This is an optimization exercise on Yosys and OpenROAD, whose aim is small area, a short achievable clock period and few clock cycles per item, not a production implementation.
Function was checked by simulation only, so behaviour that the tests miss may differ from the original.

== run X ==
## date_difference_days_top
module date_difference_days_top #(
  parameter int unsigned YEAR_MAX = 9999
) (
  input  logic                      clk_i,
  input  logic                      rst_ni,
  input  logic                      valid_i,
  output logic                      stall_o,
  input  logic [dd_pkg::DAY_W-1:0]   first_day_i,
  input  logic [dd_pkg::MONTH_W-1:0] first_month_i,
  input  logic [dd_pkg::YEAR_W-1:0]  first_year_i,
  input  logic [dd_pkg::DAY_W-1:0]   second_day_i,
  input  logic [dd_pkg::MONTH_W-1:0] second_month_i,
  input  logic [dd_pkg::YEAR_W-1:0]  second_year_i,
  output logic                      valid_o,
  input  logic                      stall_i,
  output logic [dd_pkg::DIFF_W-1:0]  day_difference_o
);
Size in the first run: roughly 100 flip-flops, ~75 I/O pins.
Settings: LEC_CHECK=0, CAP_MARGIN=20, CORE_MARGIN=2, CORE_UTILIZATION=70, CTS_BUF_LIST=sky130_fd_sc_hd__clkbuf_8, GPL_ROUTABILITY_DRIVEN=0, GPL_TIMING_DRIVEN=0, SETUP_SLACK_MARGIN=1.5, SLEW_MARGIN=20, SYNTH_HIERARCHICAL=1, SYNTH_MINIMUM_KEEP_SIZE=0; clock period 5.5 ns.
standard.sh (not shown) runs the stock make flow with config.mk's settings and CLKGATE_MAP_FILE= SYNTH_SCRIPT=/design/flow/synth_recipe.tcl, a recipe that flattens the netlist after the stock synthesis.
==> flow/flow/run.sh <==
#!/bin/bash
# Standard layout, with the port buffers made of sky130_fd_sc_hd__buf_2 cells instead of the
# buffer_ports default. All output goes to flow.log in the work folder.
set -o pipefail
export BUFFER_PORTS_ARGS="-buffer_cell sky130_fd_sc_hd__buf_2"
bash standard.sh > flow.log 2>&1
Testbench counts of run X, summed over its fixed seeds: cycles 12,016, items 12,000.
> inputs changed (run X -> run H)
# run X
export LEC_CHECK = 0
export CAP_MARGIN = 20
export CORE_MARGIN = 2
export CORE_UTILIZATION = 70
export CTS_BUF_LIST = sky130_fd_sc_hd__clkbuf_8
export GPL_ROUTABILITY_DRIVEN = 0
export GPL_TIMING_DRIVEN = 0
export SETUP_SLACK_MARGIN = 1.5
export SLEW_MARGIN = 20
export SYNTH_HIERARCHICAL = 1
export SYNTH_MINIMUM_KEEP_SIZE = 0
create_clock -name core_clock -period 5.5 [get_ports {clk_i}]
# run H
export LEC_CHECK = 0
export CAP_MARGIN = 20
export CORE_MARGIN = 2
export CORE_UTILIZATION = 70
export CTS_BUF_LIST = sky130_fd_sc_hd__clkbuf_8
export GPL_ROUTABILITY_DRIVEN = 0
export GPL_TIMING_DRIVEN = 0
export SETUP_SLACK_MARGIN = 1.6
export SLEW_MARGIN = 20
export SYNTH_HIERARCHICAL = 1
export SYNTH_MINIMUM_KEEP_SIZE = 0
create_clock -name core_clock -period 5.5 [get_ports {clk_i}]
### Flow results
Run H reports a lower number of fill cells than run X does. Delta(summed area of non-filler cells in the final layout, run H - run X) > 0. Any difference in fmax between run H and run X is small enough to ignore. As far as number of cells on the worst hold path goes, run X and run H are indistinguishable; the numbers are identical. Result for run H and run X: all clean.

--- another note on this design; it stands on its own ---

==> branch ember <==
// date_difference_days_top
module date_difference_days_top #(
  parameter int unsigned YEAR_MAX = 9999
) (
  input  logic                      clk_i,
  input  logic                      rst_ni,
  input  logic                      valid_i,
  output logic                      stall_o,
  input  logic [dd_pkg::DAY_W-1:0]   first_day_i,
  input  logic [dd_pkg::MONTH_W-1:0] first_month_i,
  input  logic [dd_pkg::YEAR_W-1:0]  first_year_i,
  input  logic [dd_pkg::DAY_W-1:0]   second_day_i,
  input  logic [dd_pkg::MONTH_W-1:0] second_month_i,
  input  logic [dd_pkg::YEAR_W-1:0]  second_year_i,
  output logic                      valid_o,
  input  logic                      stall_i,
  output logic [dd_pkg::DIFF_W-1:0]  day_difference_o
);
export LEC_CHECK = 0
export CAP_MARGIN = 20
export CORE_MARGIN = 2
export CORE_UTILIZATION = 70
export GPL_ROUTABILITY_DRIVEN = 0
export GPL_TIMING_DRIVEN = 0
export SETUP_SLACK_MARGIN = 1.5
export SLEW_MARGIN = 20
export SYNTH_HIERARCHICAL = 1
export SYNTH_MINIMUM_KEEP_SIZE = 0
create_clock -name core_clock -period 5.5 [get_ports {clk_i}]
standard.sh (not shown) runs the stock make flow with config.mk's settings and CLKGATE_MAP_FILE= SYNTH_SCRIPT=/design/flow/synth_recipe.tcl, a recipe that flattens the netlist after the stock synthesis.
==> flow/flow/run.sh <==
#!/bin/bash
# Standard layout, with the port buffers made of sky130_fd_sc_hd__buf_2 cells instead of the
# buffer_ports default. All output goes to flow.log in the work folder.
set -o pipefail
export BUFFER_PORTS_ARGS="-buffer_cell sky130_fd_sc_hd__buf_2"
bash standard.sh > flow.log 2>&1
==> branch onyx: changes against branch ember <==
--- a/flow/config.mk
+++ b/flow/config.mk
@@ -8,5 +8,5 @@
 export CAP_MARGIN = 20
 export CORE_MARGIN = 2
-export CORE_UTILIZATION = 70
+export CORE_UTILIZATION = 80
 export GPL_ROUTABILITY_DRIVEN = 0
 export GPL_TIMING_DRIVEN = 0
==> notes.md <==
Between branch onyx and branch ember, the lower register-to-register slack is in branch onyx (gap 120 ps).
Against branch ember, the global-route usage of branch onyx is higher by 7.4 points.
Against branch onyx, the die area of branch ember is larger by about 14%.
In synthesized area, branch onyx and branch ember do not differ.
Wire length: branch onyx is larger than branch ember (about 16%).
In branch onyx the utilization is higher than in branch ember, by 11 points.
Testbench counts of branch ember, summed over its fixed seeds: cycles 12,016, items 12,000.
Testbench counts of branch onyx, summed over its fixed seeds: cycles 12,016, items 12,000.

-- port drivers added, routing unchanged --
The flow's constraints put no driver on any port. The routed layouts listed below were extracted and timed again, unchanged, in two steps.
Step 1 assumes that a clkbuf_16 drives the clock port and a buf_2 every other input.
Step 2 moves the port delays by t, midway between the first and last clock arrival at a register: inputs arrive t later, outputs are due t later. That takes back most of the time a late clock gives input paths.
Slacks: ideal ports / drivers / drivers and shift; pairs: ideal ports / drivers.
run | t (ns) | setup slack, ns | latest minus earliest clock arrival (ns) | worst register clock-pin slew, ns
run X | 0.421 | 1.587 / 1.558 / 1.186 | 0.017 / 0.018 | 0.10 / 0.10
run H | 0.421 | 1.587 / 1.568 / 1.158 | 0.016 / 0.017 | 0.10 / 0.10
branch ember | 0.391 | 1.544 / 1.543 / 1.152 | 0.011 / 0.010 | 0.07 / 0.07
branch onyx | 0.393 | 1.396 / 1.420 / 1.028 | 0.007 / 0.007 | 0.06 / 0.06
After both steps every run listed still meets setup and hold. For run H, which loses most, drivers alone change the setup slack by -0.019 ns; drivers and shift together by -0.429 ns.
